Context: an optimization exercise on an open-source flow, tuned for small area, a short achievable clock period and few clock cycles. The choices shown serve that exercise and are no tape-out recipe.
In this exercise RTL edits were held to simulation tests only and were not proved equivalent to the original.

==> flow/design.v <==
package raster_pkg;
    typedef logic signed [32-1:0] fix_t;
    typedef logic [$clog2(320 > 240 ? 320 : 240)-1:0] coord_t;
    typedef logic [$clog2(8 + 1)-1:0] count_t;
    typedef logic [6-1:0] addr_t;
    localparam fix_t FIX_ONE = fix_t'(1) <<< 16;
    localparam addr_t REG_CTRL     = 6'h00;
    localparam addr_t REG_STATUS   = 6'h04;
    localparam addr_t REG_V0X      = 6'h08;
    localparam addr_t REG_V0Y      = 6'h0C;
    localparam addr_t REG_V1X      = 6'h10;
    localparam addr_t REG_V1Y      = 6'h14;
    localparam addr_t REG_V2X      = 6'h18;
    localparam addr_t REG_V2Y      = 6'h1C;
    localparam addr_t REG_FRAG_POS = 6'h20;
    localparam addr_t REG_FRAG_L0  = 6'h24;
    localparam addr_t REG_FRAG_L1  = 6'h28;
    localparam addr_t REG_FRAG_L2  = 6'h2C;
    localparam addr_t REG_FRAG_POP = 6'h30;
endpackage
`timescale 1ns/1ps
module raster_top (
    input  logic                clk_i,
    input  logic                nrst_i,
    input  raster_pkg::addr_t   s_awaddr_i,
    input  logic                s_awvalid_i,
    output logic                s_awready_o,
    input  logic [31:0]         s_wdata_i,
    input  logic                s_wvalid_i,
    output logic                s_wready_o,
    output logic                s_bvalid_o,
    input  logic                s_bready_i,
    input  raster_pkg::addr_t   s_araddr_i,
    input  logic                s_arvalid_i,
    output logic                s_arready_o,
    output logic [31:0]         s_rdata_o,
    output logic                s_rvalid_o,
    input  logic                s_rready_i
);
    function automatic logic [47:0] rca48(input logic [47:0] a, input logic [47:0] b, input logic ci);
        logic c;
        c = ci;
        for (int i = 0; i < 48; i++) begin
            rca48[i] = a[i] ^ b[i] ^ c;
            c = (a[i] & b[i]) | (a[i] & c) | (b[i] & c);
        end
    endfunction
    function automatic logic [32:0] rca33(input logic [32:0] a, input logic [32:0] b, input logic ci);
        logic c;
        c = ci;
        for (int i = 0; i < 33; i++) begin
            rca33[i] = a[i] ^ b[i] ^ c;
            c = (a[i] & b[i]) | (a[i] & c) | (b[i] & c);
        end
    endfunction
    function automatic logic [31:0] rca32(input logic [31:0] a, input logic [31:0] b, input logic ci);
        logic c;
        c = ci;
        for (int i = 0; i < 32; i++) begin
            rca32[i] = a[i] ^ b[i] ^ c;
            c = (a[i] & b[i]) | (a[i] & c) | (b[i] & c);
        end
    endfunction
    function automatic logic [16:0] rca17(input logic [16:0] a, input logic [16:0] b, input logic ci);
        logic c;
        c = ci;
        for (int i = 0; i < 17; i++) begin
            rca17[i] = a[i] ^ b[i] ^ c;
            c = (a[i] & b[i]) | (a[i] & c) | (b[i] & c);
        end
    endfunction
    function automatic logic slt16(input logic [15:0] a, input logic [15:0] b);
        logic [16:0] d;
        d = rca17({a[15], a}, ~{b[15], b}, 1'b1);
        slt16 = d[16];
    endfunction
    localparam logic [31:0] ONE = 32'h0001_0000;
    logic [31:0] vx0, vy0, vx1, vy1, vx2, vy2;
    logic        bvalid_q, rvalid_q, rpend_q;
    logic [1:0]  rpaddr_q;
    logic [31:0] rdata_q;
    logic        start_q, pop_q;
    logic        busy_q, culled_q, fast_q;
    logic        walk_q, tval_q, krdy_q, tdrdy_q;
    logic [3:0]  cnt_q, skip_q;
    logic        headv_q, cv_q;
    logic [8:0]  sx_q, sy_q, hx_q, hy_q, cx_q, cy_q;
    logic [31:0] hl0_q, hl1_q;
    logic [47:0] t0_q, t1_q, ct0_q, ct1_q, k1_q, k3_q, td0_q, td1_q;
    localparam logic [4:0] Q_IDLE = 5'd0,  Q_DET1 = 5'd1,  Q_DET2 = 5'd2,  Q_CCHK = 5'd3,
                           Q_S1   = 5'd4,  Q_S2   = 5'd5,  Q_S3   = 5'd6,  Q_SCHK = 5'd7,
                           Q_E0A  = 5'd8,  Q_E0B  = 5'd9,  Q_E1A  = 5'd10, Q_E1B  = 5'd11,
                           Q_WAITR = 5'd12, Q_T0P = 5'd13, Q_T1P  = 5'd14, Q_K1P  = 5'd15,
                           Q_K3P  = 5'd16, Q_D0A  = 5'd17, Q_D0B  = 5'd18, Q_TD0P = 5'd19,
                           Q_D1A  = 5'd20, Q_D1B  = 5'd21, Q_TD1P = 5'd22, Q_DONE = 5'd23;
    logic [4:0]  seq_q;
    logic        rc_q;           
    logic        first_q;        
    logic [1:0]  chunk_q;
    logic [47:0] acc_q;
    localparam logic [1:0] D_IDLE = 2'd0, D_ITER = 2'd1, D_NEG = 2'd2, D_RDY = 2'd3;
    logic [1:0]  dst_q;
    logic [31:0] dd_q, rr_q, r_q;
    logic [5:0]  dcnt_q;
    logic        dsign_q;
    logic [15:0] ix0, ix1, ix2, iy0, iy1, iy2;
    logic [15:0] ixmin, ixmax, iymin, iymax;
    logic        lx01, lx02, lx12, ly01, ly02, ly12;
    logic [8:0]  bx0, bx1, by0, by1;
    logic [16:0] xspan, yspan;
    logic        fast_c, inrange;
    assign ix0 = vx0[31:16]; assign ix1 = vx1[31:16]; assign ix2 = vx2[31:16];
    assign iy0 = vy0[31:16]; assign iy1 = vy1[31:16]; assign iy2 = vy2[31:16];
    assign lx01 = slt16(ix0, ix1); assign lx02 = slt16(ix0, ix2); assign lx12 = slt16(ix1, ix2);
    assign ly01 = slt16(iy0, iy1); assign ly02 = slt16(iy0, iy2); assign ly12 = slt16(iy1, iy2);
    assign ixmin = lx01 ? (lx02 ? ix0 : ix2) : (lx12 ? ix1 : ix2);
    assign ixmax = lx01 ? (lx12 ? ix2 : ix1) : (lx02 ? ix2 : ix0);
    assign iymin = ly01 ? (ly02 ? iy0 : iy2) : (ly12 ? iy1 : iy2);
    assign iymax = ly01 ? (ly12 ? iy2 : iy1) : (ly02 ? iy2 : iy0);
    function automatic logic [8:0] clampi(input logic [15:0] v, input logic [8:0] lm1);
        if (v[15]) clampi = 9'd0;
        else if (v > {7'd0, lm1}) clampi = lm1;
        else clampi = v[8:0];
    endfunction
    assign bx0 = clampi(ixmin, 9'd319);
    assign bx1 = clampi(ixmax, 9'd319);
    assign by0 = clampi(iymin, 9'd239);
    assign by1 = clampi(iymax, 9'd239);
    assign xspan = rca17({ixmax[15], ixmax}, ~{ixmin[15], ixmin}, 1'b1);
    assign yspan = rca17({iymax[15], iymax}, ~{iymin[15], iymin}, 1'b1);
    assign fast_c = (xspan < 17'd64) && (yspan < 17'd64) && !ixmax[15] && !iymax[15]
                    && (ixmin[15] || ixmin < 16'd320) && (iymin[15] || iymin < 16'd240);
    assign inrange = (vx0[31] == vx0[30]) && (vy0[31] == vy0[30]) && (vx1[31] == vx1[30])
                     && (vy1[31] == vy1[30]) && (vx2[31] == vx2[30]) && (vy2[31] == vy2[30]);
    logic        prod;           
    logic [3:0]  asel, bsel;
    logic [2:0]  vsel;
    logic [31:0] opa, opb;
    logic [47:0] opv;
    always_comb begin
        prod = 1'b1;
        asel = 4'd0; bsel = 4'd0; vsel = 3'd0;
        case (seq_q)
            Q_DET1: begin asel = 4'd0; bsel = 4'd0; vsel = 3'd0; end   
            Q_DET2: begin asel = 4'd1; bsel = 4'd1; vsel = 3'd3; end   
            Q_S1:   begin asel = 4'd3; bsel = 4'd4; vsel = 3'd0; end   
            Q_S2:   begin asel = 4'd4; bsel = 4'd5; vsel = 3'd4; end   
            Q_S3:   begin asel = 4'd1; bsel = 4'd6; vsel = 3'd4; end   
            Q_E0A:  begin asel = 4'd0; bsel = 4'd2; vsel = 3'd0; end   
            Q_E0B:  begin asel = 4'd1; bsel = 4'd3; vsel = 3'd1; end   
            Q_E1A:  begin asel = 4'd2; bsel = 4'd2; vsel = 3'd0; end   
            Q_E1B:  begin asel = 4'd3; bsel = 4'd3; vsel = 3'd2; end   
            Q_T0P:  begin asel = 4'd5; bsel = 4'd7; vsel = 3'd0; end   
            Q_T1P:  begin asel = 4'd6; bsel = 4'd7; vsel = 3'd0; end   
            Q_K1P:  begin asel = 4'd0; bsel = 4'd7; vsel = 3'd0; end   
            Q_K3P:  begin asel = 4'd2; bsel = 4'd7; vsel = 3'd0; end   
            Q_D0A:  begin asel = 4'd1; bsel = 4'd9; vsel = 3'd0; end   
            Q_D0B:  begin asel = 4'd0; bsel = 4'd8; vsel = 3'd3; end   
            Q_TD0P: begin asel = 4'd7; bsel = 4'd7; vsel = 3'd0; end   
            Q_D1A:  begin asel = 4'd3; bsel = 4'd9; vsel = 3'd0; end   
            Q_D1B:  begin asel = 4'd2; bsel = 4'd8; vsel = 3'd4; end   
            Q_TD1P: begin asel = 4'd8; bsel = 4'd7; vsel = 3'd0; end   
            default: prod = 1'b0;
        endcase
    end
    logic [31:0] ap, aq;
    always_comb begin
        ap = vy1; aq = vy2;
        case (asel)
            4'd0: begin ap = vy1; aq = vy2; end    
            4'd1: begin ap = vx2; aq = vx1; end    
            4'd2: begin ap = vy2; aq = vy0; end    
            4'd3: begin ap = vx0; aq = vx2; end    
            4'd4: begin ap = vx1; aq = vx0; end    
            default: ;
        endcase
    end
    logic [31:0] adiff;
    assign adiff = rca32(ap, ~aq, 1'b1);
    always_comb begin
        case (asel)
            4'd5: opa = t0_q[47:16];
            4'd6: opa = t1_q[47:16];
            4'd7: opa = td0_q[31:0];
            4'd8: opa = td1_q[31:0];
            default: opa = adiff;
        endcase
    end
    logic [31:0] bp, bq;
    logic        bsub;
    always_comb begin
        bp = vx0; bq = vx2; bsub = 1'b1;
        case (bsel)
            4'd0: begin bp = vx0; bq = vx2; bsub = 1'b1; end
            4'd1: begin bp = vy0; bq = vy2; bsub = 1'b1; end
            4'd2: begin bp = {7'd0, sx_q, 16'd0}; bq = vx2; bsub = 1'b1; end
            4'd3: begin bp = {7'd0, sy_q, 16'd0}; bq = vy2; bsub = 1'b1; end
            4'd4: begin bp = vy0; bq = vy2; bsub = 1'b0; end
            4'd5: begin bp = vy1; bq = vy0; bsub = 1'b0; end
            4'd6: begin bp = vy2; bq = vy1; bsub = 1'b0; end
            default: ;
        endcase
    end
    logic [31:0] bsum;
    logic [9:0]  bwd;
    assign bsum = rca32(bp, bsub ? ~bq : bq, bsub);
    assign bwd = {1'b0, bx0} - {1'b0, bx1};
    always_comb begin
        case (bsel)
            4'd7: opb = r_q;
            4'd8: opb = {{22{bwd[9]}}, bwd};
            4'd9: opb = 32'd1;
            default: opb = bsum;
        endcase
    end
    always_comb begin
        case (vsel)
            3'd1: opv = t0_q;
            3'd2: opv = t1_q;
            3'd3: opv = td0_q;
            3'd4: opv = td1_q;
            default: opv = 48'd0;
        endcase
    end
    logic        nz1, nz2, nz3;
    logic [1:0]  hib, cur;
    logic [8:0]  win;
    logic        last;
    assign nz1 = !((opb[15:7] == 9'h000) || (opb[15:7] == 9'h1FF));
    assign nz2 = !((opb[23:15] == 9'h000) || (opb[23:15] == 9'h1FF));
    assign nz3 = !((opb[31:23] == 9'h000) || (opb[31:23] == 9'h1FF));
    assign hib = nz3 ? 2'd3 : nz2 ? 2'd2 : nz1 ? 2'd1 : 2'd0;
    assign cur = first_q ? hib : chunk_q;
    always_comb begin
        case (cur)
            2'd0: win = {opb[7:0], 1'b0};
            2'd1: win = opb[15:7];
            2'd2: win = opb[23:15];
            default: win = opb[31:23];
        endcase
    end
    assign last = (cur == 2'd0);
    function automatic logic [48:0] brow(input logic [31:0] a, input logic [2:0] w);
        logic one, two, neg;
        logic [33:0] mag;
        one = w[0] ^ w[1];
        two = (w[2] & !w[1] & !w[0]) | (!w[2] & w[1] & w[0]);
        neg = w[2] & !(w[1] & w[0]);
        mag = one ? {{2{a[31]}}, a} : two ? {a[31], a, 1'b0} : 34'd0;
        mag = mag ^ {34{neg}};
        brow = {neg, {14{mag[33]}}, mag};
    endfunction
    logic [48:0] br0, br1, br2, br3;
    logic [3:0]  negs;
    logic [47:0] rows0;
    assign br0 = brow(opa, win[2:0]);
    assign br1 = brow(opa, win[4:2]);
    assign br2 = brow(opa, win[6:4]);
    assign br3 = brow(opa, win[8:6]);
    assign negs = {br3[48], br2[48], br1[48], br0[48]};
    assign rows0 = br0[47:0];
    logic [47:0] ash, vadd;
    assign ash = first_q ? {40'd0, 1'b0, negs[3], 6'd0} : {acc_q[39:0], 1'b0, negs[3], 6'd0};
    assign vadd = last ? opv : 48'd0;
    logic [47:0] r1, r2, r3;
    assign r1 = {br1[45:0], 1'b0, negs[0]};
    assign r2 = {br2[43:0], 1'b0, negs[1], 2'd0};
    assign r3 = {br3[41:0], 1'b0, negs[2], 4'd0};
    logic [47:0] s1a, c1a, s1b, c1b, s2, c2, s3, c3, acc_n;
    always_comb begin
        s1a = rows0 ^ r1 ^ r2;
        c1a = ((rows0 & r1) | (rows0 & r2) | (r1 & r2)) << 1;
        s1b = r3 ^ ash ^ vadd;
        c1b = ((r3 & ash) | (r3 & vadd) | (ash & vadd)) << 1;
        s2 = s1a ^ c1a ^ s1b;
        c2 = ((s1a & c1a) | (s1a & s1b) | (c1a & s1b)) << 1;
        s3 = s2 ^ c2 ^ c1b;
        c3 = ((s2 & c2) | (s2 & c1b) | (c2 & c1b)) << 1;
    end
    assign acc_n = rca48(s3, c3, 1'b0);
    logic pdone;                 
    assign pdone = prod && last;
    logic [47:0] acc_tr;         
    assign acc_tr = {acc_n[47:16], 16'd0};
    logic [31:0] det;
    assign det = acc_q[47:16];
    logic [32:0] dx, dy, ddiff;
    always_comb begin
        dx = 33'd0; dy = {1'b0, r_q};
        if (seq_q == Q_CCHK) begin dx = 33'd0; dy = {det[31], det}; end
        else if (dst_q == D_ITER) begin dx = {1'b0, rr_q}; dy = {1'b0, dd_q}; end
    end
    assign ddiff = rca33(dx, ~dy, 1'b1);
    logic [31:0] adet;
    assign adet = det[31] ? ddiff[31:0] : det;
    logic [4:0]  dp;
    logic [15:0] h16; logic [7:0] h8; logic [3:0] h4; logic [1:0] h2;
    assign dp[4] = |adet[31:16]; assign h16 = dp[4] ? adet[31:16] : adet[15:0];
    assign dp[3] = |h16[15:8];   assign h8 = dp[3] ? h16[15:8] : h16[7:0];
    assign dp[2] = |h8[7:4];     assign h4 = dp[2] ? h8[7:4] : h8[3:0];
    assign dp[1] = |h4[3:2];     assign h2 = dp[1] ? h4[3:2] : h4[1:0];
    assign dp[0] = h2[1];
    logic amb, cull_fast;
    assign amb = (det == 32'h0000_0000) || (det == 32'hFFFF_FFFF) || (det == 32'hFFFF_FFFE)
                 || (det == 32'hFFFF_FFFD) || (det == 32'h8000_0000) || (det == 32'h7FFF_FFFF)
                 || (det == 32'h7FFF_FFFE) || (det == 32'h7FFF_FFFD);
    assign cull_fast = !ddiff[31];
    logic [31:0] l0, l1, l2;
    logic        cov, at_xend, at_end, evalp, move_ok, isnew, stall, adv;
    logic [3:0]  cnt_e, cnt_n, skip_d;
    logic        hv_e, cv_e, cap_h, cap_c, rewind;
    logic [4:0]  rel, rel_n;
    assign l0 = t0_q[47:16];
    assign l1 = t1_q[47:16];
    assign l2 = rca32(ONE, ~rca32(l0, l1, 1'b0), 1'b1);
    assign cov = !l0[31] && !l1[31] && !l2[31];
    assign at_xend = (sx_q == bx1);
    assign at_end = at_xend && (sy_q == by1);
    assign evalp = walk_q && tval_q && (krdy_q || !fast_q);
    assign move_ok = at_end || !fast_q || !at_xend || tdrdy_q;
    assign cnt_e = cnt_q - {3'd0, pop_q};
    assign hv_e = pop_q ? cv_q : headv_q;
    assign cv_e = pop_q ? 1'b0 : cv_q;
    assign isnew = cov && (skip_q == 4'd0);
    assign stall = (isnew && cnt_e == 4'd8) || !move_ok;
    assign adv = evalp && !stall;
    assign rel = {1'b0, cnt_e} - {1'b0, skip_q};
    assign cap_h = adv && cov && (rel == 5'd0) && !hv_e;
    assign cap_c = adv && cov && (rel == 5'd1) && !cv_e;
    assign cnt_n = cnt_e + {3'd0, adv && isnew};
    assign skip_d = skip_q - {3'd0, adv && cov && (skip_q != 4'd0)};
    assign rel_n = {1'b0, cnt_n} - {1'b0, skip_d};
    assign rewind = pop_q && cv_q && !cap_c && !rel_n[4] && (rel_n >= 5'd2);
    logic [47:0] t0_step, t1_step;
    assign t0_step = rca48(t0_q, at_xend ? td0_q : k1_q, 1'b0);
    assign t1_step = rca48(t1_q, at_xend ? td1_q : k3_q, 1'b0);
    logic wr, rd, head_wait;
    logic [31:0] rmux, fmux;
    logic [3:0]  ra;
    assign s_awready_o = !bvalid_q;
    assign s_wready_o = !bvalid_q;
    assign s_arready_o = !rvalid_q && !rpend_q;
    assign s_bvalid_o = bvalid_q;
    assign s_rvalid_o = rvalid_q;
    assign s_rdata_o = rdata_q;
    assign wr = s_awvalid_i && s_wvalid_i && !bvalid_q;
    assign rd = s_arvalid_i && !rvalid_q && !rpend_q;
    assign head_wait = (cnt_q != 4'd0) && !headv_q;
    logic [31:0] hl2;
    assign hl2 = rca32(ONE, ~rca32(hl0_q, hl1_q, 1'b0), 1'b1);
    always_comb begin
        case (rpaddr_q)
            2'd0: fmux = {(cnt_q != 4'd0), 6'd0, hy_q, 7'd0, hx_q};
            2'd1: fmux = hl0_q;
            2'd2: fmux = hl1_q;
            default: fmux = hl2;
        endcase
    end
    assign ra = s_araddr_i[5:2];
    always_comb begin
        case (ra)
            4'd1: rmux = {20'd0, cnt_q, 6'd0, culled_q, busy_q};
            4'd2: rmux = vx0;
            4'd3: rmux = vy0;
            4'd4: rmux = vx1;
            4'd5: rmux = vy1;
            4'd6: rmux = vx2;
            4'd7: rmux = vy2;
            4'd8: rmux = {(cnt_q != 4'd0), 6'd0, hy_q, 7'd0, hx_q};
            4'd9: rmux = hl0_q;
            4'd10: rmux = hl1_q;
            4'd11: rmux = hl2;
            default: rmux = 32'd0;
        endcase
    end
    always_ff @(posedge clk_i or negedge nrst_i) begin
        if (!nrst_i) begin
            bvalid_q <= 1'b0;
            rvalid_q <= 1'b0;
            rpend_q <= 1'b0;
            start_q <= 1'b0;
            pop_q <= 1'b0;
        end else begin
            if (wr) bvalid_q <= 1'b1;
            else if (s_bready_i) bvalid_q <= 1'b0;
            start_q <= wr && (s_awaddr_i[5:2] == 4'd0) && s_wdata_i[0];
            pop_q <= wr && (s_awaddr_i[5:2] == 4'd12) && (cnt_q != 4'd0);
            if (rd) begin
                if (s_araddr_i[5:4] == 2'b10 && head_wait) rpend_q <= 1'b1;
                else rvalid_q <= 1'b1;
            end else if (rpend_q) begin
                if (!head_wait) begin
                    rpend_q <= 1'b0;
                    rvalid_q <= 1'b1;
                end
            end else if (s_rready_i) rvalid_q <= 1'b0;
        end
    end
    always_ff @(posedge clk_i) begin
        if (rd) begin
            rdata_q <= rmux;
            rpaddr_q <= s_araddr_i[3:2];
        end else if (rpend_q && !head_wait) rdata_q <= fmux;
        if (wr) begin
            case (s_awaddr_i[5:2])
                4'd2: vx0 <= s_wdata_i;
                4'd3: vy0 <= s_wdata_i;
                4'd4: vx1 <= s_wdata_i;
                4'd5: vy1 <= s_wdata_i;
                4'd6: vx2 <= s_wdata_i;
                4'd7: vy2 <= s_wdata_i;
                default: ;
            endcase
        end
    end
    logic go;
    assign go = start_q && !busy_q;
    always_ff @(posedge clk_i or negedge nrst_i) begin
        if (!nrst_i) begin
            busy_q <= 1'b0;
            culled_q <= 1'b0;
            fast_q <= 1'b0;
            walk_q <= 1'b0;
            tval_q <= 1'b0;
            krdy_q <= 1'b0;
            tdrdy_q <= 1'b0;
            cnt_q <= 4'd0;
            skip_q <= 4'd0;
            headv_q <= 1'b0;
            cv_q <= 1'b0;
            seq_q <= Q_IDLE;
            rc_q <= 1'b0;
            first_q <= 1'b1;
            chunk_q <= 2'd0;
            dst_q <= D_IDLE;
        end else if (go) begin
            busy_q <= 1'b1;
            culled_q <= 1'b0;
            fast_q <= fast_c;
            walk_q <= 1'b0;
            tval_q <= 1'b0;
            krdy_q <= 1'b0;
            tdrdy_q <= 1'b0;
            cnt_q <= 4'd0;
            skip_q <= 4'd0;
            headv_q <= 1'b0;
            cv_q <= 1'b0;
            seq_q <= Q_DET1;
            rc_q <= 1'b0;
            first_q <= 1'b1;
            dst_q <= D_IDLE;
        end else begin
            if (prod) begin
                if (last) first_q <= 1'b1;
                else begin
                    first_q <= 1'b0;
                    chunk_q <= cur - 2'd1;
                end
            end
            case (seq_q)
                Q_DET2: if (pdone) seq_q <= Q_CCHK;
                Q_CCHK: begin
                    if (!inrange || amb) seq_q <= Q_S1;
                    else if (cull_fast) begin
                        seq_q <= Q_IDLE;
                        culled_q <= 1'b1;
                        busy_q <= 1'b0;
                    end else begin
                        seq_q <= Q_E0A;
                        walk_q <= 1'b1;
                    end
                end
                Q_S3: if (pdone) seq_q <= Q_SCHK;
                Q_SCHK: begin
                    if (!acc_q[47]) begin
                        seq_q <= Q_IDLE;
                        culled_q <= 1'b1;
                        busy_q <= 1'b0;
                    end else begin
                        seq_q <= Q_E0A;
                        walk_q <= 1'b1;
                    end
                end
                Q_E1B: if (pdone) seq_q <= (dst_q == D_RDY || rc_q) ? Q_T0P : Q_WAITR;
                Q_WAITR: if (dst_q == D_RDY) seq_q <= Q_T0P;
                Q_T1P: if (pdone) begin
                    tval_q <= 1'b1;
                    seq_q <= (rc_q || !fast_q) ? Q_DONE : Q_K1P;
                end
                Q_K3P: if (pdone) begin
                    krdy_q <= 1'b1;
                    seq_q <= Q_D0A;
                end
                Q_TD1P: if (pdone) begin
                    tdrdy_q <= 1'b1;
                    seq_q <= Q_DONE;
                end
                Q_DONE: if (walk_q && !tval_q && !rewind) begin
                    seq_q <= Q_E0A;
                    rc_q <= 1'b1;
                end
                Q_IDLE: ;
                default: if (pdone) seq_q <= seq_q + 5'd1;
            endcase
            if (rewind && rc_q && seq_q != Q_IDLE) begin
                seq_q <= Q_DONE;
                first_q <= 1'b1;
            end
            case (dst_q)
                D_IDLE: if (seq_q == Q_CCHK) dst_q <= (det == 32'd0) ? D_RDY : D_ITER;
                D_ITER: if (dcnt_q == 6'd1) dst_q <= D_NEG;
                D_NEG: dst_q <= D_RDY;
                default: ;
            endcase
            cnt_q <= cnt_n;
            if (pop_q && cv_q) headv_q <= 1'b1;
            else if (cap_h) headv_q <= 1'b1;
            else if (pop_q) headv_q <= 1'b0;
            if (cap_c) cv_q <= 1'b1;
            else if (pop_q) cv_q <= 1'b0;
            if (rewind) begin
                skip_q <= cnt_n;
                walk_q <= 1'b1;
                tval_q <= 1'b1;
            end else begin
                skip_q <= skip_d;
                if (adv) begin
                    if (at_end) begin
                        walk_q <= 1'b0;
                        if (skip_d == 4'd0) busy_q <= 1'b0;
                    end else if (!fast_q) tval_q <= 1'b0;
                end
            end
        end
    end
    always_ff @(posedge clk_i) begin
        if (go) begin
            sx_q <= bx0;
            sy_q <= by0;
        end else begin
            if (prod) acc_q <= acc_n;
            if (rewind) begin
                t0_q <= ct0_q;
                t1_q <= ct1_q;
                sx_q <= cx_q;
                sy_q <= cy_q;
            end else begin
                if (pdone) begin
                    case (seq_q)
                        Q_E0A: t0_q <= acc_tr;
                        Q_E0B: t0_q <= acc_n;
                        Q_T0P: t0_q <= acc_n;
                        Q_E1A: t1_q <= acc_tr;
                        Q_E1B: t1_q <= acc_n;
                        Q_T1P: t1_q <= acc_n;
                        default: ;
                    endcase
                end
                if (adv && !at_end) begin
                    if (fast_q) begin
                        t0_q <= t0_step;
                        t1_q <= t1_step;
                    end
                    if (at_xend) begin
                        sx_q <= bx0;
                        sy_q <= sy_q + 9'd1;
                    end else sx_q <= sx_q + 9'd1;
                end
            end
            if (pdone) begin
                case (seq_q)
                    Q_DET1: td0_q <= acc_tr;
                    Q_D0A, Q_D0B, Q_TD0P: td0_q <= acc_n;
                    Q_S1, Q_S2: td1_q <= acc_tr;
                    Q_D1A, Q_D1B, Q_TD1P: td1_q <= acc_n;
                    Q_K1P: k1_q <= acc_n;
                    Q_K3P: k3_q <= acc_n;
                    default: ;
                endcase
            end
            if (pop_q && cv_q) begin
                hx_q <= cx_q; hy_q <= cy_q;
                hl0_q <= ct0_q[47:16]; hl1_q <= ct1_q[47:16];
            end else if (cap_h) begin
                hx_q <= sx_q; hy_q <= sy_q;
                hl0_q <= l0; hl1_q <= l1;
            end
            if (cap_c) begin
                cx_q <= sx_q; cy_q <= sy_q;
                ct0_q <= t0_q; ct1_q <= t1_q;
            end
            if (seq_q == Q_CCHK) begin
                dd_q <= adet;
                rr_q <= 32'd1 << dp;
                dcnt_q <= 6'd33 - {1'b0, dp};
                dsign_q <= det[31];
                r_q <= 32'd0;
            end else if (dst_q == D_ITER) begin
                rr_q <= (ddiff[32] ? rr_q : ddiff[31:0]) << 1;
                r_q <= {r_q[30:0], !ddiff[32]};
                dcnt_q <= dcnt_q - 6'd1;
            end else if (dst_q == D_NEG) begin
                if (dsign_q) r_q <= ddiff[31:0];
            end
        end
    end
endmodule
==> flow/run.sh <==
#!/bin/bash
# synth_recipe.tcl (not shown) runs the flow's synth.tcl, then flattens the netlist and writes it again
# the make line also repeats each setting of config.mk as NAME=value (left out here)
make -C /OpenROAD-flow-scripts/flow DESIGN_CONFIG=/design/flow/config.mk WORK_HOME=/design/flow/orfs CLKGATE_MAP_FILE= SYNTH_SCRIPT=/design/flow/synth_recipe.tcl finish
==> flow/config.mk <==
export PLATFORM = sky130hd
export DESIGN_NAME = raster_top
export DESIGN_NICKNAME = raster_top
export VERILOG_FILES = /design/flow/design.v
export SDC_FILE = /design/flow/constraint.sdc
export NUM_CORES = 8
export LEC_CHECK = 0
export ABC_AREA = 1
export ABC_CLOCK_PERIOD_IN_PS = 40000
export CAP_MARGIN = 20
export CELL_PAD_IN_SITES_DETAIL_PLACEMENT = 1
export CELL_PAD_IN_SITES_GLOBAL_PLACEMENT = 2
export CORE_MARGIN = 2
export CORE_UTILIZATION = 35
export GPL_ROUTABILITY_DRIVEN = 1
export SLEW_MARGIN = 20
==> flow/constraint.sdc <==
create_clock -name core_clock -period 220.0 [get_ports {clk_i}]
set_input_delay 44.0000 -clock core_clock [delete_from_list [all_inputs] [get_ports {clk_i}]]
set_output_delay 44.0000 -clock core_clock [all_outputs]
set_load 0.01 [all_outputs]
==> flow_summary.ini, run 1 <==
[die]
fp.dieW_um = 444
start_util = 0.352
die-area_um2 = 197000
die_y_um = 444
io_pins = 88
core_um2 = 192000
rows = 161

[clocking]
root_buffer = clkbuf_16
cts.sinks = 912
htreeDepth = 3
clk_latency_ns = 0.81
ctsResizeCount = 0
holdBufCountCts = 0
post_cts_buffers = 0
clockBufferDepth = 3
clk_pin_slew_ns = 0.06
cts_made_buffers = 114
cts_tree = done

[detailed_routing]
wl_per_cell_um = 32.8
ant_nets = 0
viasPerCell = 5.84
drt-total-wl_um = 329000
drt_iter0_markers = 5695
drc_errors = 0
drt_pass1_iterations = 6
vias = 58700

[logic_synthesis]
ys_ff_latch = 912
synth_cells = 7476
synth_edf_count = 879
ys_async_sr_fraction = 0.0362
synth_top_cell_area_share = 0.390
synth_cell_type_count = 71
syn_nets = 8111
ys.flop_type = edfxtp_1
synth_largest_area_cell = edfxtp_1
synth_top_family_by_area = compound AO/OA/AOI/OAI gates
muxShareOfSynthArea = 0.000758
synth_compound_area_frac = 0.198
yosys.area_share.simple = 0.116
synth.area.top_cells = edfxtp_1 (39%), fa_1 (14%), inv_1 (6.7%)
netlist_area_um2 = 67700
synth-seq-area-share = 0.402
syn-mean-instance-area_um2 = 9.05
synthAdderAreaFrac = 0.160
yosys_warnings = 1
synth_xor_area_frac = 0.0264

[global_route]
grt_pass1_vias = 59700
antenna_found_initial = 40
grt_pass1_wl_um = 466000
grt_max_degree = 190
gr-total-overflow = 0
grt_usage = 0.331

[setup_path]
r2r_end = t0_q[47]
crit_path_end_kind = flip-flop
path_max_fanout = 15
critPathRequiredTime_ns = 220.44
ff2ff_path_depth = 133
startpoint = s_araddr_i[3]
endpoint = rdata_q[29]
start_kind = primary input
critPathKind = in2reg
timing.rr.start = seq_q[0]
reg2reg_setup_slack_ns = 177.65
arrival_ns = 47.35

[sta]
rsz0062_at_grt = false
skew_ns = 0.0443
setup_ws_ns = 173.09
hold_viol = 0
fmax_mhz = 21.3
worst_pin_slew_ns = 1.31
finalCritPeriodShare = 0.213
fin_crit_ns = 46.91
setup_viol = 0
setup_tns_ns = 0
slew_violations = 0
slew_headroom = 0.121

[flow_run]
max_cap_violations = 0

[layout]
area_delta_synth_final_pct = 10.9
nFillCells = 22000
final_nets = 8052
final_layout_size_suffix_gt1_frac = 0.0656
seq_area_um2 = 27200
multi_input_area_um2 = 34200

[worst_hold_path]
hold_path.class = reg2reg
min_from = chunk_q[0]

[placed_design]
port_buffers = 83
gp_congestion = 0.933
hpwlAfterDp_um = 247000
post-place-ws_ns = 172.34

[status]
status = no timing/DRC/antenna violations
[cell families (layout without fill, tap and decap cells)]
logic type      Yosys count  in the layout
other cells               0             12
xor+xnor                203            203
buf+inv                1671           1709
compound gates         2218           2218
simple gates           1883           1883
fa+ha+maj               584            584
mux                       5              5
flops                   912            912
[placed cells by master, fill, tap and decap left out, types with 17 or more instances in the layout]
cell type	Yosys	layout
a211oi_1	25	25
nand4_1	35	35
nand3_1	190	189
nand2_2	19	27
fa_1	468	468
o311ai_1	62	62
clkbuf_16	0	114
o21ai_0	830	821
edfxtp_1	879	879
clkinv_1	12	33
clkdlybuf4s50_1	0	82
or2_2	17	17
o211ai_1	116	116
buf_4	12	165
nor3_1	45	44
o21ai_1	148	152
o221ai_1	75	75
xnor2_1	65	65
a31oi_1	43	43
o2111ai_1	24	24
dfrtp_1	32	32
nor4_1	35	29
xor2_1	137	136
clkbuf_1	303	23
a21oi_1	231	228
a22oi_1	38	38
o22ai_1	472	472
inv_1	1208	1204
nand2_1	1161	1151
nor2_1	344	323
ha_1	116	116
a221oi_1	93	93
clkinv_2	0	19
nor2_4	6	20
inv_2	26	28
[cells in the mapped netlist, drive strengths merged, types with 75 or more instances]
library cell	n
inv	1234
nand2	1187
o21ai	980
edfxtp	879
o22ai	472
fa	468
nor2	357
clkbuf	306
a21oi	234
nand3	194
xor2	138
buf	119
o211ai	117
ha	116
a221oi	93
o221ai	75
[layout make-up]
cell class | count | area share
clock inverter | 75 | 0.00972
multi-input combinational | 4893 | 0.455
tap | 2526 | 0.0421
antenna | 12 | 0.000400
inverter | 1246 | 0.0624
timing repair buffer | 250 | 0.0280
clock buffer | 138 | 0.0393
sequential | 912 | 0.363
[layer usage]
| layer | GRT usage | part of all wire | vias up |
|---|---|---|---|
| met5 | 0 | 0.00065 | - |
| met4 | 0.125 | 0.044 | 34 |
| met3 | 0.0518 | 0.061 | 525 |
| met2 | 0.521 | 0.45 | 2041 |
| li1 | - | - | 25800 |
| met1 | 0.459 | 0.44 | 30400 |
[worst min-delay path by stage]
stage                       to  depth (start not counted)  slack [ns]
floorplan              dsign_q                          0        0.44
global placement       cy_q[8]                          0        0.47
detailed placement  chunk_q[0]                          2        0.48
CTS                 chunk_q[0]                          2        0.49
global route           cy_q[8]                          0        0.51
finish              chunk_q[0]                          2        0.49
[critical path, stage by stage]
cell	delay, ns
clkdlybuf4s50_1	0.56
inv_1	0.08
or2_2	0.32
nor2_1	0.10
buf_4	0.37
clkinv_1	0.41
buf_4	0.36
o2111ai_1	0.33
nand2_1	0.10
o21ai_1	0.66
[sequential cells by signal, summed over array words and instances (netlist names), 32 cells and up]
signal / flops
t0_q: 48
rr_q: 32
ct1_q: 48
ct0_q: 48
t1_q: 48
vy0: 32
td1_q: 48
vy2: 32
k3_q: 48
vy1: 32
vx0: 32
k1_q: 48
td0_q: 48
acc_q: 48
r_q: 32
vx1: 32
vx2: 32
dd_q: 32
rdata_q: 32
hl0_q: 32
hl1_q: 32
[through the flow]
step,cell area [µm²],hold slack [ns],utilization,cells
final,75100,0.492,0.390,10100
after global routing,75000,0.512,0.390,10000
after CTS,75000,0.493,0.390,10000
after detailed placement,71400,0.477,0.371,9827
after global placement,71300,0.471,0.371,9825
after floorplan,67700,0.444,-,7476
Testbench counts, summed over its fixed seeds: cycles 33,204.
==> run 2, diff against run 1 <==
--- a/flow/design.v
+++ b/flow/design.v
@@ -79,14 +79,14 @@
     logic        bvalid_q, rvalid_q, rpend_q;
     logic [1:0]  rpaddr_q;
     logic [31:0] rdata_q;
-    logic        start_q, pop_q;
-    logic        busy_q, culled_q, fast_q;
+    logic        start_q, pop_q, vwr_q;
+    logic        busy_q, culled_q, fast_q, fresh_q, cdone_q, cullr_q;
     logic        walk_q, tval_q, krdy_q, tdrdy_q;
     logic [3:0]  cnt_q, skip_q;
-    logic        headv_q, cv_q;
-    logic [8:0]  sx_q, sy_q, hx_q, hy_q, cx_q, cy_q;
-    logic [31:0] hl0_q, hl1_q;
-    logic [47:0] t0_q, t1_q, ct0_q, ct1_q, k1_q, k3_q, td0_q, td1_q;
+    logic        headv_q;
+    logic [3:0]  pcnt_q;
+    logic [8:0]  sx_q, sy_q, hx_q, hy_q;
+    logic [47:0] t0_q, t1_q, ht0_q, ht1_q, k1_q, k3_q, td0_q, td1_q;
     localparam logic [4:0] Q_IDLE = 5'd0,  Q_DET1 = 5'd1,  Q_DET2 = 5'd2,  Q_CCHK = 5'd3,
                            Q_S1   = 5'd4,  Q_S2   = 5'd5,  Q_S3   = 5'd6,  Q_SCHK = 5'd7,
                            Q_E0A  = 5'd8,  Q_E0B  = 5'd9,  Q_E1A  = 5'd10, Q_E1B  = 5'd11,
@@ -100,7 +100,7 @@
     logic [47:0] acc_q;
     localparam logic [1:0] D_IDLE = 2'd0, D_ITER = 2'd1, D_NEG = 2'd2, D_RDY = 2'd3;
     logic [1:0]  dst_q;
-    logic [31:0] dd_q, rr_q, r_q;
+    logic [31:0] r_q;       
     logic [5:0]  dcnt_q;
     logic        dsign_q;
     logic [15:0] ix0, ix1, ix2, iy0, iy1, iy2;
@@ -142,20 +142,20 @@
         asel = 4'd0; bsel = 4'd0; vsel = 3'd0;
         case (seq_q)
             Q_DET1: begin asel = 4'd0; bsel = 4'd0; vsel = 3'd0; end   
-            Q_DET2: begin asel = 4'd1; bsel = 4'd1; vsel = 3'd3; end   
+            Q_DET2: begin asel = 4'd1; bsel = 4'd1; vsel = 3'd4; end   
             Q_S1:   begin asel = 4'd3; bsel = 4'd4; vsel = 3'd0; end   
             Q_S2:   begin asel = 4'd4; bsel = 4'd5; vsel = 3'd4; end   
             Q_S3:   begin asel = 4'd1; bsel = 4'd6; vsel = 3'd4; end   
             Q_E0A:  begin asel = 4'd0; bsel = 4'd2; vsel = 3'd0; end   
-            Q_E0B:  begin asel = 4'd1; bsel = 4'd3; vsel = 3'd1; end   
+            Q_E0B:  begin asel = 4'd1; bsel = 4'd3; vsel = 3'd4; end   
             Q_E1A:  begin asel = 4'd2; bsel = 4'd2; vsel = 3'd0; end   
-            Q_E1B:  begin asel = 4'd3; bsel = 4'd3; vsel = 3'd2; end   
+            Q_E1B:  begin asel = 4'd3; bsel = 4'd3; vsel = 3'd4; end   
             Q_T0P:  begin asel = 4'd5; bsel = 4'd7; vsel = 3'd0; end   
             Q_T1P:  begin asel = 4'd6; bsel = 4'd7; vsel = 3'd0; end   
             Q_K1P:  begin asel = 4'd0; bsel = 4'd7; vsel = 3'd0; end   
             Q_K3P:  begin asel = 4'd2; bsel = 4'd7; vsel = 3'd0; end   
             Q_D0A:  begin asel = 4'd1; bsel = 4'd9; vsel = 3'd0; end   
-            Q_D0B:  begin asel = 4'd0; bsel = 4'd8; vsel = 3'd3; end   
+            Q_D0B:  begin asel = 4'd0; bsel = 4'd8; vsel = 3'd4; end   
             Q_TD0P: begin asel = 4'd7; bsel = 4'd7; vsel = 3'd0; end   
             Q_D1A:  begin asel = 4'd3; bsel = 4'd9; vsel = 3'd0; end   
             Q_D1B:  begin asel = 4'd2; bsel = 4'd8; vsel = 3'd4; end   
@@ -214,13 +214,7 @@
         endcase
     end
     always_comb begin
-        case (vsel)
-            3'd1: opv = t0_q;
-            3'd2: opv = t1_q;
-            3'd3: opv = td0_q;
-            3'd4: opv = td1_q;
-            default: opv = 48'd0;
-        endcase
+        opv = (vsel != 3'd0) ? td1_q : 48'd0;
     end
     logic        nz1, nz2, nz3;
     logic [1:0]  hib, cur;
@@ -240,32 +234,30 @@
         endcase
     end
     assign last = (cur == 2'd0);
-    function automatic logic [48:0] brow(input logic [31:0] a, input logic [2:0] w);
+    function automatic logic [34:0] brow(input logic [31:0] a, input logic [2:0] w);
         logic one, two, neg;
         logic [33:0] mag;
         one = w[0] ^ w[1];
         two = (w[2] & !w[1] & !w[0]) | (!w[2] & w[1] & w[0]);
         neg = w[2] & !(w[1] & w[0]);
         mag = one ? {{2{a[31]}}, a} : two ? {a[31], a, 1'b0} : 34'd0;
-        mag = mag ^ {34{neg}};
-        brow = {neg, {14{mag[33]}}, mag};
+        brow = {neg, mag ^ {34{neg}}};
     endfunction
-    logic [48:0] br0, br1, br2, br3;
+    logic [34:0] br0, br1, br2, br3;
     logic [3:0]  negs;
-    logic [47:0] rows0;
+    logic [47:0] rows0, r1, r2, r3;
     assign br0 = brow(opa, win[2:0]);
     assign br1 = brow(opa, win[4:2]);
     assign br2 = brow(opa, win[6:4]);
     assign br3 = brow(opa, win[8:6]);
-    assign negs = {br3[48], br2[48], br1[48], br0[48]};
-    assign rows0 = br0[47:0];
+    assign negs = {br3[34], br2[34], br1[34], br0[34]};
+    assign rows0 = {br0[33] ? 15'h7FAB : 15'h7FAC, br0[32:0]};
+    assign r1 = {12'd0, !br1[33], br1[32:0], 1'b0, negs[0]};
+    assign r2 = {10'd0, !br2[33], br2[32:0], 1'b0, negs[1], 2'd0};
+    assign r3 = {8'd0, !br3[33], br3[32:0], 1'b0, negs[2], 4'd0};
     logic [47:0] ash, vadd;
     assign ash = first_q ? {40'd0, 1'b0, negs[3], 6'd0} : {acc_q[39:0], 1'b0, negs[3], 6'd0};
     assign vadd = last ? opv : 48'd0;
-    logic [47:0] r1, r2, r3;
-    assign r1 = {br1[45:0], 1'b0, negs[0]};
-    assign r2 = {br2[43:0], 1'b0, negs[1], 2'd0};
-    assign r3 = {br3[41:0], 1'b0, negs[2], 4'd0};
     logic [47:0] s1a, c1a, s1b, c1b, s2, c2, s3, c3, acc_n;
     always_comb begin
         s1a = rows0 ^ r1 ^ r2;
@@ -288,7 +280,7 @@
     always_comb begin
         dx = 33'd0; dy = {1'b0, r_q};
         if (seq_q == Q_CCHK) begin dx = 33'd0; dy = {det[31], det}; end
-        else if (dst_q == D_ITER) begin dx = {1'b0, rr_q}; dy = {1'b0, dd_q}; end
+        else if (dst_q == D_ITER) begin dx = {1'b0, k3_q[31:0]}; dy = {1'b0, k1_q[31:0]}; end
     end
     assign ddiff = rca33(dx, ~dy, 1'b1);
     logic [31:0] adet;
@@ -306,53 +298,56 @@
                  || (det == 32'h7FFF_FFFE) || (det == 32'h7FFF_FFFD);
     assign cull_fast = !ddiff[31];
     logic [31:0] l0, l1, l2;
-    logic        cov, at_xend, at_end, evalp, move_ok, isnew, stall, adv;
+    logic        cov, at_xend, at_end, evalp, move_ok, isnew, full, proc, park, adv, inc;
     logic [3:0]  cnt_e, cnt_n, skip_d;
-    logic        hv_e, cv_e, cap_h, cap_c, rewind;
+    logic        hv_e, cap_h, rewind;
     logic [4:0]  rel, rel_n;
     assign l0 = t0_q[47:16];
     assign l1 = t1_q[47:16];
-    assign l2 = rca32(ONE, ~rca32(l0, l1, 1'b0), 1'b1);
-    assign cov = !l0[31] && !l1[31] && !l2[31];
+    assign l2 = rca32(l0, l1, 1'b0);
+    assign cov = !l0[31] && !l1[31] && (l2[31] ? ((l2[30:17] != 14'd0) || (l2[16] && (l2[15:0] != 16'd0)))
+                                               : ((l2[30:17] == 14'd0) && (!l2[16] || (l2[15:0] == 16'd0))));
     assign at_xend = (sx_q == bx1);
     assign at_end = at_xend && (sy_q == by1);
     assign evalp = walk_q && tval_q && (krdy_q || !fast_q);
     assign move_ok = at_end || !fast_q || !at_xend || tdrdy_q;
     assign cnt_e = cnt_q - {3'd0, pop_q};
-    assign hv_e = pop_q ? cv_q : headv_q;
-    assign cv_e = pop_q ? 1'b0 : cv_q;
+    assign hv_e = headv_q && !pop_q;
     assign isnew = cov && (skip_q == 4'd0);
-    assign stall = (isnew && cnt_e == 4'd8) || !move_ok;
-    assign adv = evalp && !stall;
+    assign full = isnew && (cnt_e == 4'd8);
     assign rel = {1'b0, cnt_e} - {1'b0, skip_q};
-    assign cap_h = adv && cov && (rel == 5'd0) && !hv_e;
-    assign cap_c = adv && cov && (rel == 5'd1) && !cv_e;
-    assign cnt_n = cnt_e + {3'd0, adv && isnew};
-    assign skip_d = skip_q - {3'd0, adv && cov && (skip_q != 4'd0)};
+    assign proc = evalp && !full;
+    assign park = cov && (rel == 5'd1) && hv_e && (pcnt_q != 4'd15);
+    assign adv = proc && !park && move_ok;
+    assign inc = proc && isnew;
+    assign cap_h = proc && cov && (rel == 5'd0) && !hv_e;
+    assign cnt_n = cnt_e + {3'd0, inc};
+    assign skip_d = skip_q + {3'd0, inc} - {3'd0, adv && cov};
     assign rel_n = {1'b0, cnt_n} - {1'b0, skip_d};
-    assign rewind = pop_q && cv_q && !cap_c && !rel_n[4] && (rel_n >= 5'd2);
+    assign rewind = pop_q && headv_q && !cap_h && !rel_n[4] && (rel_n != 5'd0);
     logic [47:0] t0_step, t1_step;
     assign t0_step = rca48(t0_q, at_xend ? td0_q : k1_q, 1'b0);
     assign t1_step = rca48(t1_q, at_xend ? td1_q : k3_q, 1'b0);
     logic wr, rd, head_wait;
     logic [31:0] rmux, fmux;
     logic [3:0]  ra;
-    assign s_awready_o = !bvalid_q;
-    assign s_wready_o = !bvalid_q;
-    assign s_arready_o = !rvalid_q && !rpend_q;
+    logic awrdy_q, ardy_q;
+    assign s_awready_o = awrdy_q;
+    assign s_wready_o = awrdy_q;
+    assign s_arready_o = ardy_q;
     assign s_bvalid_o = bvalid_q;
     assign s_rvalid_o = rvalid_q;
     assign s_rdata_o = rdata_q;
-    assign wr = s_awvalid_i && s_wvalid_i && !bvalid_q;
-    assign rd = s_arvalid_i && !rvalid_q && !rpend_q;
+    assign wr = s_awvalid_i && s_wvalid_i && awrdy_q;
+    assign rd = s_arvalid_i && ardy_q;
     assign head_wait = (cnt_q != 4'd0) && !headv_q;
     logic [31:0] hl2;
-    assign hl2 = rca32(ONE, ~rca32(hl0_q, hl1_q, 1'b0), 1'b1);
+    assign hl2 = rca32(~ht0_q[47:16], ~ht1_q[47:16], 1'b1) + 32'h0001_0001;
     always_comb begin
         case (rpaddr_q)
             2'd0: fmux = {(cnt_q != 4'd0), 6'd0, hy_q, 7'd0, hx_q};
-            2'd1: fmux = hl0_q;
-            2'd2: fmux = hl1_q;
+            2'd1: fmux = ht0_q[47:16];
+            2'd2: fmux = ht1_q[47:16];
             default: fmux = hl2;
         endcase
     end
@@ -367,8 +362,8 @@
             4'd6: rmux = vx2;
             4'd7: rmux = vy2;
             4'd8: rmux = {(cnt_q != 4'd0), 6'd0, hy_q, 7'd0, hx_q};
-            4'd9: rmux = hl0_q;
-            4'd10: rmux = hl1_q;
+            4'd9: rmux = ht0_q[47:16];
+            4'd10: rmux = ht1_q[47:16];
             4'd11: rmux = hl2;
             default: rmux = 32'd0;
         endcase
@@ -376,16 +371,26 @@
     always_ff @(posedge clk_i or negedge nrst_i) begin
         if (!nrst_i) begin
             bvalid_q <= 1'b0;
+            awrdy_q <= 1'b1;
             rvalid_q <= 1'b0;
+            ardy_q <= 1'b1;
             rpend_q <= 1'b0;
             start_q <= 1'b0;
             pop_q <= 1'b0;
+            vwr_q <= 1'b0;
         end else begin
-            if (wr) bvalid_q <= 1'b1;
-            else if (s_bready_i) bvalid_q <= 1'b0;
+            if (wr) begin
+                bvalid_q <= 1'b1;
+                awrdy_q <= 1'b0;
+            end else if (bvalid_q && s_bready_i) begin
+                bvalid_q <= 1'b0;
+                awrdy_q <= 1'b1;
+            end
             start_q <= wr && (s_awaddr_i[5:2] == 4'd0) && s_wdata_i[0];
             pop_q <= wr && (s_awaddr_i[5:2] == 4'd12) && (cnt_q != 4'd0);
+            vwr_q <= wr && !s_awaddr_i[5] && (s_awaddr_i[4] || s_awaddr_i[3]);
             if (rd) begin
+                ardy_q <= 1'b0;
                 if (s_araddr_i[5:4] == 2'b10 && head_wait) rpend_q <= 1'b1;
                 else rvalid_q <= 1'b1;
             end else if (rpend_q) begin
@@ -393,11 +398,14 @@
                     rpend_q <= 1'b0;
                     rvalid_q <= 1'b1;
                 end
-            end else if (s_rready_i) rvalid_q <= 1'b0;
+            end else if (rvalid_q && s_rready_i) begin
+                rvalid_q <= 1'b0;
+                ardy_q <= 1'b1;
+            end
         end
     end
     always_ff @(posedge clk_i) begin
-        if (rd) begin
+        if (ardy_q) begin
             rdata_q <= rmux;
             rpaddr_q <= s_araddr_i[3:2];
         end else if (rpend_q && !head_wait) rdata_q <= fmux;
@@ -413,13 +421,19 @@
             endcase
         end
     end
-    logic go;
+    logic go, restart, cull_now, cull_ev;
     assign go = start_q && !busy_q;
+    assign restart = vwr_q || (go && !fresh_q);
+    assign cull_ev = ((seq_q == Q_CCHK) && inrange && !amb) || (seq_q == Q_SCHK);
+    assign cull_now = (seq_q == Q_CCHK) ? cull_fast : !acc_q[47];
     always_ff @(posedge clk_i or negedge nrst_i) begin
         if (!nrst_i) begin
             busy_q <= 1'b0;
             culled_q <= 1'b0;
             fast_q <= 1'b0;
+            fresh_q <= 1'b0;
+            cdone_q <= 1'b0;
+            cullr_q <= 1'b0;
             walk_q <= 1'b0;
             tval_q <= 1'b0;
             krdy_q <= 1'b0;
@@ -427,28 +441,12 @@
             cnt_q <= 4'd0;
             skip_q <= 4'd0;
             headv_q <= 1'b0;
-            cv_q <= 1'b0;
+            pcnt_q <= 4'd0;
             seq_q <= Q_IDLE;
             rc_q <= 1'b0;
             first_q <= 1'b1;
             chunk_q <= 2'd0;
             dst_q <= D_IDLE;
-        end else if (go) begin
-            busy_q <= 1'b1;
-            culled_q <= 1'b0;
-            fast_q <= fast_c;
-            walk_q <= 1'b0;
-            tval_q <= 1'b0;
-            krdy_q <= 1'b0;
-            tdrdy_q <= 1'b0;
-            cnt_q <= 4'd0;
-            skip_q <= 4'd0;
-            headv_q <= 1'b0;
-            cv_q <= 1'b0;
-            seq_q <= Q_DET1;
-            rc_q <= 1'b0;
-            first_q <= 1'b1;
-            dst_q <= D_IDLE;
         end else begin
             if (prod) begin
                 if (last) first_q <= 1'b1;
@@ -461,26 +459,10 @@
                 Q_DET2: if (pdone) seq_q <= Q_CCHK;
                 Q_CCHK: begin
                     if (!inrange || amb) seq_q <= Q_S1;
-                    else if (cull_fast) begin
-                        seq_q <= Q_IDLE;
-                        culled_q <= 1'b1;
-                        busy_q <= 1'b0;
-                    end else begin
-                        seq_q <= Q_E0A;
-                        walk_q <= 1'b1;
-                    end
+                    else seq_q <= cull_fast ? Q_IDLE : Q_E0A;
                 end
                 Q_S3: if (pdone) seq_q <= Q_SCHK;
-                Q_SCHK: begin
-                    if (!acc_q[47]) begin
-                        seq_q <= Q_IDLE;
-                        culled_q <= 1'b1;
-                        busy_q <= 1'b0;
-                    end else begin
-                        seq_q <= Q_E0A;
-                        walk_q <= 1'b1;
-                    end
-                end
+                Q_SCHK: seq_q <= cull_now ? Q_IDLE : Q_E0A;
                 Q_E1B: if (pdone) seq_q <= (dst_q == D_RDY || rc_q) ? Q_T0P : Q_WAITR;
                 Q_WAITR: if (dst_q == D_RDY) seq_q <= Q_T0P;
                 Q_T1P: if (pdone) begin
@@ -506,6 +488,10 @@
                 seq_q <= Q_DONE;
                 first_q <= 1'b1;
             end
+            if (cull_ev) begin
+                cdone_q <= 1'b1;
+                cullr_q <= cull_now;
+            end
             case (dst_q)
                 D_IDLE: if (seq_q == Q_CCHK) dst_q <= (det == 32'd0) ? D_RDY : D_ITER;
                 D_ITER: if (dcnt_q == 6'd1) dst_q <= D_NEG;
@@ -513,13 +499,13 @@
                 default: ;
             endcase
             cnt_q <= cnt_n;
-            if (pop_q && cv_q) headv_q <= 1'b1;
-            else if (cap_h) headv_q <= 1'b1;
+            if (cap_h) headv_q <= 1'b1;
             else if (pop_q) headv_q <= 1'b0;
-            if (cap_c) cv_q <= 1'b1;
-            else if (pop_q) cv_q <= 1'b0;
+            if (evalp && park) begin
+                if (pcnt_q != 4'd15) pcnt_q <= pcnt_q + 4'd1;
+            end else pcnt_q <= 4'd0;
             if (rewind) begin
-                skip_q <= cnt_n;
+                skip_q <= cnt_n + 4'd1;
                 walk_q <= 1'b1;
                 tval_q <= 1'b1;
             end else begin
@@ -531,28 +517,57 @@
                     end else if (!fast_q) tval_q <= 1'b0;
                 end
             end
+            if (busy_q && cull_ev && cull_now) begin
+                busy_q <= 1'b0;
+                culled_q <= 1'b1;
+                walk_q <= 1'b0;
+            end
+            if (restart) begin
+                seq_q <= Q_DET1;
+                rc_q <= 1'b0;
+                first_q <= 1'b1;
+                dst_q <= D_IDLE;
+                tval_q <= 1'b0;
+                krdy_q <= 1'b0;
+                tdrdy_q <= 1'b0;
+                cdone_q <= 1'b0;
+                fast_q <= fast_c;
+                fresh_q <= 1'b1;
+                walk_q <= 1'b0;
+            end
+            if (go) begin
+                fresh_q <= 1'b0;
+                cnt_q <= 4'd0;
+                skip_q <= 4'd0;
+                headv_q <= 1'b0;
+                if (fresh_q && ((cdone_q && cullr_q) || (cull_ev && cull_now))) begin
+                    busy_q <= 1'b0;
+                    culled_q <= 1'b1;
+                    walk_q <= 1'b0;
+                end else begin
+                    busy_q <= 1'b1;
+                    culled_q <= 1'b0;
+                    walk_q <= 1'b1;
+                end
+            end
         end
     end
     always_ff @(posedge clk_i) begin
-        if (go) begin
+        if (restart) begin
             sx_q <= bx0;
             sy_q <= by0;
         end else begin
             if (prod) acc_q <= acc_n;
             if (rewind) begin
-                t0_q <= ct0_q;
-                t1_q <= ct1_q;
-                sx_q <= cx_q;
-                sy_q <= cy_q;
+                t0_q <= ht0_q;
+                t1_q <= ht1_q;
+                sx_q <= hx_q;
+                sy_q <= hy_q;
             end else begin
                 if (pdone) begin
                     case (seq_q)
-                        Q_E0A: t0_q <= acc_tr;
-                        Q_E0B: t0_q <= acc_n;
-                        Q_T0P: t0_q <= acc_n;
-                        Q_E1A: t1_q <= acc_tr;
-                        Q_E1B: t1_q <= acc_n;
-                        Q_T1P: t1_q <= acc_n;
+                        Q_E0B, Q_T0P: t0_q <= acc_n;
+                        Q_E1B, Q_T1P: t1_q <= acc_n;
                         default: ;
                     endcase
                 end
@@ -569,34 +584,26 @@
             end
             if (pdone) begin
                 case (seq_q)
-                    Q_DET1: td0_q <= acc_tr;
-                    Q_D0A, Q_D0B, Q_TD0P: td0_q <= acc_n;
-                    Q_S1, Q_S2: td1_q <= acc_tr;
-                    Q_D1A, Q_D1B, Q_TD1P: td1_q <= acc_n;
+                    Q_DET1, Q_S1, Q_S2, Q_E0A, Q_E1A: td1_q <= acc_tr;
+                    Q_D0A, Q_D1A, Q_D1B, Q_TD1P: td1_q <= acc_n;
+                    Q_D0B, Q_TD0P: td0_q <= acc_n;
                     Q_K1P: k1_q <= acc_n;
                     Q_K3P: k3_q <= acc_n;
                     default: ;
                 endcase
             end
-            if (pop_q && cv_q) begin
-                hx_q <= cx_q; hy_q <= cy_q;
-                hl0_q <= ct0_q[47:16]; hl1_q <= ct1_q[47:16];
-            end else if (cap_h) begin
+            if (cap_h) begin
                 hx_q <= sx_q; hy_q <= sy_q;
-                hl0_q <= l0; hl1_q <= l1;
-            end
-            if (cap_c) begin
-                cx_q <= sx_q; cy_q <= sy_q;
-                ct0_q <= t0_q; ct1_q <= t1_q;
+                ht0_q <= t0_q; ht1_q <= t1_q;
             end
             if (seq_q == Q_CCHK) begin
-                dd_q <= adet;
-                rr_q <= 32'd1 << dp;
+                k1_q[31:0] <= adet;
+                k3_q[31:0] <= 32'd1 << dp;
                 dcnt_q <= 6'd33 - {1'b0, dp};
                 dsign_q <= det[31];
                 r_q <= 32'd0;
             end else if (dst_q == D_ITER) begin
-                rr_q <= (ddiff[32] ? rr_q : ddiff[31:0]) << 1;
+                k3_q[31:0] <= (ddiff[32] ? k3_q[31:0] : ddiff[31:0]) << 1;
                 r_q <= {r_q[30:0], !ddiff[32]};
                 dcnt_q <= dcnt_q - 6'd1;
             end else if (dst_q == D_NEG) begin
==> flow_summary.ini, run 2 <==
[status]
status = no timing/DRC/antenna violations

[detailed_routing]
top_layer = met5
wl_per_cell_um = 35.2
vias = 59800
wl_met2_um = 144000
viasPerCell = 6.03
drt_pass1_iterations = 6
drt-total-wl_um = 349000
ant_nets = 0
m1WireLength_um = 152000
drt_iter0_markers = 7740
drc_errors = 0
wl_met3_um = 39200

[clocking]
cts_tree = done
clockBufferDepth = 3
ctsResizeCount = 0
htreeDepth = 3
root_buffer = clkbuf_16
holdBufCountCts = 0
clk_latency_ns = 0.81
clk_pin_slew_ns = 0.06
cts.sinks = 775
cts_made_buffers = 100
post_cts_buffers = 0

[layout]
finalNonFillerCells = 9927
seq_area_um2 = 23100
area_delta_synth_final_pct = 12.0
final_nets = 8076
layout_commonest_cell = nand2_1
final_cell_mix = nand2_1 (1791), inv_1 (1204), edfxtp_1 (733)
fin_area_um2 = 70200
multi_input_area_um2 = 33700
final_layout_size_suffix_gt1_frac = 0.0692
nFillCells = 21000

[placed_design]
placed_area_um2 = 66700
hpwlAfterDp_um = 263000
place_inst = 9728
port_buffers = 83
gp_congestion = 1.02

[sta]
fin_crit_ns = 47.64
slew_headroom = 0.114
fmax_mhz = 21.0
hold_ws_ns = 0.462
worst_pin_slew_ns = 1.32
rsz0062_at_grt = false
setup_viol = 0
finalCritPeriodShare = 0.217
skew_ns = 0.0656
slew_violations = 0
setup_tns_ns = 0
hold_viol = 0

[setup_path]
r2r_end = t1_q[47]
timing.rr.start = seq_q[0]
startpoint = s_araddr_i[4]
path_max_fanout = 18
crit_path_end_kind = flip-flop
crit_chain = clkdlybuf4s50_1 > inv_1 > ha_1 > inv_1 > nor2_1 > buf_4 > clkinv_1 > o2111ai_1 > nor4_2 > o21ai_0
ff2ff_path_depth = 138
worst-path-stages = 10
critPathBufInv = 5
crit_path_max_incr_delay_ns = 0.97
endpoint = rdata_q[6]
critPathRequiredTime_ns = 220.45
critPathKind = in2reg
cp_slowest_cell = o2111ai_1
reg2reg_setup_slack_ns = 176.57
crit_family = compound AO/OA/AOI/OAI gates
start_kind = primary input
arrival_ns = 48.09
cpMostUsedCell = inv_1

[logic_synthesis]
ys_async_sr_fraction = 0.0542
synth.area.top_cells = edfxtp_1 (35%), fa_1 (14%), nand2_1 (11%)
syn-mean-instance-area_um2 = 8.40
synth_most_common_cell = nand2_1
ys_ff_latch = 775
syn_nets = 8064
netlist_area_um2 = 62700
synth_cells = 7465
synth_largest_area_cell = edfxtp_1
synth-seq-area-share = 0.368
yosys_warnings = 1
synthTopCellsByCount = nand2_1 (1799), inv_1 (1209), edfxtp_1 (733), o21ai_0 (601), fa_1 (450)
synth_edf_count = 733
synth_cell_type_count = 69
synth_top_cell_area_share = 0.351
ys.flop_type = edfxtp_1

[die]
core_um2 = 178000
rows = 155
fp.dieW_um = 427
die-area_um2 = 183000
die_y_um = 427
io_pins = 88
start_util = 0.352

[global_route]
grt_pass1_wl_um = 481000
grt_usage = 0.380
gr-total-overflow = 0
grt_max_degree = 65
grt_pass1_vias = 58400
antenna_found_initial = 41

[flow_run]
max_cap_violations = 0

[worst_hold_path]
hold_path.class = reg2reg
## run 2: cell types whose count changed in the layout (fill, tap and decap cells not counted), moves of 95 or more
cell | previous run | this run
edfxtp_1 | 879 | 733
nand2_1 | 1151 | 1791
nand3_1 | 189 | 312
o21ai_0 | 821 | 599
o21ai_1 | 152 | 57
o22ai_1 | 472 | 350
## run 2: per-layer routing
| layer | global-route usage | vias up |
|---|---|---|
| met5 | 0 | - |
| met4 | 0.131 | 14 |
| met3 | 0.107 | 477 |
| met2 | 0.540 | 3119 |
| met1 | 0.548 | 31100 |
| li1 | - | 25200 |
## run 2: logic make-up after synthesis
group                      synth area share
AOI/OAI and AO/OA                     0.163
xor gates and xnor gates             0.0270
adders and majority gates             0.163
buffers and inverters                 0.101
DFF                                   0.368
muxes                               0.00417
and+or+nand+nor                       0.174
## run 2: how the worst min path moves through the flow
stage	from	to	slack (ns)	cells past startpoint
floorplan	pcnt_q[0]	pcnt_q[0]	0.43	1
global placement	pcnt_q[0]	pcnt_q[0]	0.46	1
detailed placement	pcnt_q[0]	pcnt_q[0]	0.46	1
CTS	pcnt_q[0]	pcnt_q[0]	0.47	1
global route	pcnt_q[0]	pcnt_q[0]	0.49	1
finish	pcnt_q[0]	pcnt_q[0]	0.46	1
## run 2: final cells by class
type,instances,area share
diodes,9,0.000321
flip-flops and latches,775,0.328
well taps,2355,0.0420
multi-input cells,5061,0.480
clock buffers,113,0.0371
inverters,1252,0.0670
clock inverters,75,0.0120
repair buffers,287,0.0336
## run 2: metrics by stage
stage	setup WS, ns	utilization
5_1_grt	172.42	0.394
4_1_cts	172.47	0.394
3_5_place_dp	171.66	0.374
3_3_place_gp	171.65	0.374
6_report	172.36	0.394
2_1_floorplan	172.20	-
Testbench counts of run 2, summed over its fixed seeds: cycles 33,572.

==> what the ideal ports hide <==
In the flow no input, the clock included, has a driving cell. The finished layouts below were timed again as built, in two steps.
Step 1: set_driving_cell puts a clkbuf_16 on clk_i and a buf_2 on each other input, an assumption about the parent block.
Step 2 adds t to the input delays and takes it off the output delays; t is the mean of the earliest and latest rising clock arrival at the registers after step 1. Input paths then give back, and output paths get back, about the clock's delay inside the block.
a / b / c = ideal / step 1 / step 2; a / b = the first two.
| run | t (ns) | setup WS [ns] | clock arrival spread, ns | worst register clock-pin slew, ns | worst data-port slew with drivers (ns) |
|---|---|---|---|---|---|
| run 1 | 0.877 | 173.093 / 173.118 / 172.241 | 0.047 / 0.047 | 0.07 / 0.07 | 0.29 |
| run 2 | 0.860 | 172.359 / 172.414 / 171.554 | 0.066 / 0.066 | 0.07 / 0.07 | 0.19 |
After both steps every run listed still meets setup and hold. The setup slack of run 1, which loses most, moves by +0.025 ns with the drivers and by -0.852 ns with both steps.
